Background: an optimization exercise with open tools, aiming at small area. Do not read the settings as production practice.
Function was checked by simulation only, so behaviour that the tests miss may differ from the original.
No driver is modelled on the clock port, so clocking that relies on it looks cheaper here than on a real chip.
Power is estimated from default activity; no workload was simulated.

// alu_wb_top
module alu_wb_top (
	input  logic                clk,
	input  logic                reset_,
	input  logic                flush,
	input  logic                issue_valid,
	input  logic [3:0]          issue_op,
	input  logic [31:0]         issue_a,
	input  logic [31:0]         issue_b,
	input  logic [4:0]          issue_rd,
	output logic                issue_ready,
	input  logic                ext_valid,
	input  logic [4:0]          ext_rd,
	input  logic [31:0]         ext_data,
	output logic                commit_valid,
	output logic [4:0]          commit_rd,
	output logic [31:0]         commit_data,
	output logic                exc_valid,
	output logic [1:0]          exc_code,
	input  logic [4:0]          reg_raddr,
	output logic [31:0]         reg_rdata
);
	logic [DATA_W-1:0]   alu_y_n;
	logic                alu_illegal;
	logic                head_valid;
	logic                head_sel;
	logic [2*REG_AW-1:0] slot_rd;
	logic [2*DATA_W-1:0] slot_data;
	logic [1:0]          slot_exc;
	assign exc_code = 2'd1;
	alu_unit u_alu (
		.op            (issue_op),
		.a             (issue_a),
		.b             (issue_b),
		.y_n           (alu_y_n),
		.illegal       (alu_illegal)
	);
	wb_buffer u_buf (
		.clk           (clk),
		.reset_        (reset_),
		.flush         (flush),
		.issue_valid   (issue_valid),
		.issue_rd      (issue_rd),
		.alu_y_n       (alu_y_n),
		.alu_illegal   (alu_illegal),
		.issue_ready   (issue_ready),
		.ext_valid     (ext_valid),
		.head_valid    (head_valid),
		.head_sel      (head_sel),
		.slot_rd       (slot_rd),
		.slot_data     (slot_data),
		.slot_exc      (slot_exc)
	);
	reg_writeback u_wb (
		.clk           (clk),
		.reset_        (reset_),
		.head_valid    (head_valid),
		.head_sel      (head_sel),
		.slot_rd       (slot_rd),
		.slot_data     (slot_data),
		.slot_exc      (slot_exc),
		.ext_valid     (ext_valid),
  ...
Size in the first run: roughly 4500 cells after synthesis, ~1100 flip-flops, roughly 190 I/O pins, about 42000 sq um of cells after synthesis.
==> flow/config.mk <==
export PLATFORM = sky130hd
export DESIGN_NAME = alu_wb_top
export DESIGN_NICKNAME = alu_wb_top
export VERILOG_FILES = /design/flow/design.v
export SDC_FILE = /design/flow/constraint.sdc
export NUM_CORES = 4
export LEC_CHECK = 0
export CAP_MARGIN = 0
export CORE_MARGIN = 2
export CORE_UTILIZATION = 65
export CTS_BUF_LIST = sky130_fd_sc_hd__clkbuf_16
export CTS_CLUSTER_DIAMETER = 100
export CTS_CLUSTER_SIZE = 30
export SLEW_MARGIN = 0
export SYNTH_HIERARCHICAL = 1
==> flow/constraint.sdc <==
create_clock -name core_clock -period 7.0 [get_ports {clk}]
set_input_delay 1.4000 -clock core_clock [delete_from_list [all_inputs] [get_ports {clk}]]
set_output_delay 1.4000 -clock core_clock [all_outputs]
set_load 0.01 [all_outputs]
standard.sh (not shown) runs the stock make flow with config.mk's settings and CLKGATE_MAP_FILE= SYNTH_SCRIPT=/design/flow/synth_recipe.tcl, a recipe that flattens the netlist after the stock synthesis.
==> flow/flow/run.sh <==
#!/bin/bash
# The standard layout, with plain buf_1 cells as the port buffers and no
# dummy loads added by clock tree synthesis.
export BUFFER_PORTS_ARGS="-buffer_cell sky130_fd_sc_hd__buf_1"
export CTS_ARGS="-sink_clustering_enable -repair_clock_nets -sink_clustering_size 30 -sink_clustering_max_diameter 100 -buf_list sky130_fd_sc_hd__clkbuf_16 -dont_use_dummy_load"
bash standard.sh > standard.log 2>&1
The starting point completed with no timing, DRC or antenna violations.
==> next run, changes <==
==> flow/flow/run.sh (replaced) <==
#!/bin/bash
# The standard layout, with plain buf_1 cells as the port buffers and no
# dummy loads added by clock tree synthesis.
export BUFFER_PORTS_ARGS="-buffer_cell sky130_fd_sc_hd__buf_1"
export CTS_ARGS="-sink_clustering_enable -repair_clock_nets -sink_clustering_size 34 -sink_clustering_max_diameter 80 -buf_list sky130_fd_sc_hd__clkbuf_16 -dont_use_dummy_load"
bash standard.sh > standard.log 2>&1
CTS_CLUSTER_DIAMETER = 80   (was 100)
CTS_CLUSTER_SIZE = 34   (was 30)
Effect:
- sequential share of layout area stays flat
- die area does not change
- sequential power hardly moves
- setup slack is worse by 45 ps
- design area stays flat
- area after synthesis stays the same
- sequential cell count does not change
- critical path depth is unchanged
==> next run, changes <==
==> flow/flow/run.sh (replaced) <==
#!/bin/bash
# The standard layout, with plain buf_1 cells as the port buffers and no
# dummy loads added by clock tree synthesis.
export BUFFER_PORTS_ARGS="-buffer_cell sky130_fd_sc_hd__buf_1"
export CTS_ARGS="-sink_clustering_enable -repair_clock_nets -sink_clustering_size 30 -sink_clustering_max_diameter 100 -buf_list sky130_fd_sc_hd__clkbuf_16 -dont_use_dummy_load"
bash standard.sh > standard.log 2>&1
CTS_CLUSTER_DIAMETER = 100   (was 80)
CTS_CLUSTER_SIZE = 30   (was 34)
PLACE_DENSITY = 0.85   (was not set)
Die area does not change.
Setup slack got worse by 180 ps.
Core utilization goes up by 0.23 points.
Power goes up by 1.2%.

## run A
alu_wb_top, a different RTL version from the one above (not shown whole).
Size: about 1,100 flip-flops.
Design alu_wb_top, start of the top module:
module alu_wb_top (
	input  logic                clk,
	input  logic                reset_,
	input  logic                flush,
	input  logic                issue_valid,
	input  logic [3:0]          issue_op,
	input  logic [31:0]         issue_a,
	input  logic [31:0]         issue_b,
	input  logic [4:0]          issue_rd,
	output logic                issue_ready,
	input  logic                ext_valid,
	input  logic [4:0]          ext_rd,
	input  logic [31:0]         ext_data,
	output logic                commit_valid,
	output logic [4:0]          commit_rd,
	output logic [31:0]         commit_data,
	output logic                exc_valid,
	output logic [1:0]          exc_code,
	input  logic [4:0]          reg_raddr,
	output logic [31:0]         reg_rdata
);
	logic [DATA_W-1:0]   alu_y_n;
	logic                alu_illegal;
	logic                head_valid;
	logic                head_sel;
	logic [2*REG_AW-1:0] slot_rd;
	logic [2*DATA_W-1:0] slot_data;
	logic [1:0]          slot_exc;
	assign exc_code = 2'd1;
	alu_unit u_alu (
		.op            (issue_op),
		.a             (issue_a),
		.b             (issue_b),
		.y_n           (alu_y_n),
		.illegal       (alu_illegal)
	);
	wb_buffer u_buf (
		.clk           (clk),
		.reset_        (reset_),
		.flush         (flush),
		.issue_valid   (issue_valid),
		.issue_rd      (issue_rd),
		.alu_y_n       (alu_y_n),
		.alu_illegal   (alu_illegal),
		.issue_ready   (issue_ready),
		.ext_valid     (ext_valid),
		.head_valid    (head_valid),
		.head_sel      (head_sel),
		.slot_rd       (slot_rd),
		.slot_data     (slot_data),
		.slot_exc      (slot_exc)
	);
  ...
Settings: LEC_CHECK=0, CAP_MARGIN=0, CORE_MARGIN=2, CORE_UTILIZATION=65, CTS_BUF_LIST=sky130_fd_sc_hd__clkbuf_8, CTS_CLUSTER_DIAMETER=60, CTS_CLUSTER_SIZE=16, SLEW_MARGIN=0, SYNTH_HIERARCHICAL=1; clock period 7.0 ns.
==> flow/flow/run.sh <==
#!/bin/bash
# The standard layout, with plain buf_1 cells as the port buffers.
export BUFFER_PORTS_ARGS="-buffer_cell sky130_fd_sc_hd__buf_1"
bash standard.sh > standard.log 2>&1
Setup changes, run A to run B
==> flow/flow/run.sh <==
#!/bin/bash
# The standard layout, with plain buf_1 cells as the port buffers and a
# power-recovery (downsizing) pass on non-critical cells after CTS.
export BUFFER_PORTS_ARGS="-buffer_cell sky130_fd_sc_hd__buf_1"
export POST_CTS_TCL="$PWD/flow/post_cts.tcl"
bash standard.sh > standard.log 2>&1
==> flow/flow/post_cts.tcl (new file) <==
# Downsize cells that have slack to spare, fix any slew or capacitance
# that leaves too high, then legalize again.
estimate_parasitics -placement
report_design_area
repair_timing -setup -recover_power 100 -verbose
repair_design -slew_margin 10 -cap_margin 10 -verbose
detailed_placement
check_placement -verbose
report_design_area
report_worst_slack -max
report_check_types -max_slew -max_capacitance -violators
Findings:
Delta (run B minus run A): final standard cell utilization of the core now sits at about the same level; wire length after detailed routing now sits higher.
Per the final summary, run B finished and its layout is clean on timing, DRC and antenna.
The layout buffer count excluding clock buffers in run A is 0.941 times that in run B.
Changes observed in run B relative to run A: power moved down, number of nets at the end of the flow moved up.
Run B: routed length per placed instance is about 0.6% higher than what run A reported.
The run showing the smaller power share of the combinational group is run B.
## Diff of input files: run C against run B
Settings: CTS_CLUSTER_DIAMETER: 60 -> 100; CTS_CLUSTER_SIZE: 16 -> 30; CTS_BUF_LIST: sky130_fd_sc_hd__clkbuf_8 -> sky130_fd_sc_hd__clkbuf_16.
==> flow/flow/run.sh <==
#!/bin/bash
# The standard layout, with plain buf_1 cells as the port buffers.
export BUFFER_PORTS_ARGS="-buffer_cell sky130_fd_sc_hd__buf_1"
bash standard.sh > standard.log 2>&1
removed: flow/flow/post_cts.tcl
Non-clock buffer count was higher in the run labelled run B. Run C consumes more power than run B does. Looking at the reports, run C completed the entire flow and the layout it produced met the timing, design-rule and antenna checks. Between run C and run B, the count of input and output buffers does not differ in any meaningful way.

alu_wb_top, a different RTL version from the one above (not shown whole).
Size: ~4500 cells after synthesis, ~190 I/O pins, about 43000 um2 of cells after synthesis.
==> flow/config.mk <==
export PLATFORM = sky130hd
export DESIGN_NAME = alu_wb_top
export DESIGN_NICKNAME = alu_wb_top
export VERILOG_FILES = /design/flow/design.v
export SDC_FILE = /design/flow/constraint.sdc
export NUM_CORES = 4
export LEC_CHECK = 0
export CAP_MARGIN = 0
export CORE_MARGIN = 2
export CORE_UTILIZATION = 72
export CTS_BUF_LIST = sky130_fd_sc_hd__clkbuf_16
export CTS_CLUSTER_DIAMETER = 100
export CTS_CLUSTER_SIZE = 30
export SLEW_MARGIN = 0
export SYNTH_HIERARCHICAL = 1
==> flow/constraint.sdc <==
create_clock -name core_clock -period 7.0 [get_ports {clk}]
set_input_delay 1.4000 -clock core_clock [delete_from_list [all_inputs] [get_ports {clk}]]
set_output_delay 1.4000 -clock core_clock [all_outputs]
set_load 0.01 [all_outputs]
==> flow/flow/run.sh <==
#!/bin/bash
# The standard layout, with plain buf_1 cells as the port buffers.
export BUFFER_PORTS_ARGS="-buffer_cell sky130_fd_sc_hd__buf_1"
bash standard.sh > standard.log 2>&1
The first run ran to the end with no violations.
Change:
- CORE_UTILIZATION: 72 -> 65
Result: Sequential share of layout area barely changes; sequential power barely changes; global-route usage drops by 5.6 points.

re-timing with driven ports:
How much do the figures lean on ideal ports? The routed layouts below were timed once more, with nothing changed but the port constraints.
Step 1 sets driving cells, clkbuf_16 on the clock port and buf_2 on the other inputs (assumed; they add their load-dependent delay and slew).
Step 2 times the ports against the registers' clock, not the clock port: input delays grow and output delays shrink by t, the midpoint of the rising clock arrivals with the driver on.
Slacks: no drivers / after step 1 / after step 2; pairs: no drivers / after step 1.
run | shift t [ns] | slack for setup (ns) | worst setup path at the end | latest minus earliest clock arrival (ns) | worst register clock-pin slew, ns
the first run of note 1 | 0.653 | 1.398 / 1.314 / 0.998 | input to register | 0.124 / 0.124 | 0.12 / 0.12
the second run of note 1 | 0.665 | 1.353 / 1.268 / 0.964 | input to register | 0.099 / 0.098 | 0.12 / 0.12
the third run of note 1 | 0.661 | 1.173 / 1.042 / 1.042 | input to output | 0.076 / 0.076 | 0.11 / 0.11
run A | 0.770 | 1.149 / 1.068 / 1.068 | input to output | 0.053 / 0.053 | 0.11 / 0.11
run B | 0.768 | 1.094 / 1.010 / 1.010 | input to output | 0.052 / 0.053 | 0.11 / 0.11
run C | 0.689 | 1.112 / 1.033 / 1.033 | input to output | 0.048 / 0.048 | 0.12 / 0.12
the first run of note 3 | 0.710 | 1.037 / 0.949 / 0.706 | input to register | 0.038 / 0.039 | 0.12 / 0.12
the second run of note 3 | 0.701 | 1.126 / 1.009 / 0.932 | input to register | 0.046 / 0.046 | 0.12 / 0.12
After both steps setup and hold are still met in every run listed. The setup slack of the first run of note 1, which loses most, moves by -0.084 ns with the drivers and by -0.400 ns with both steps.
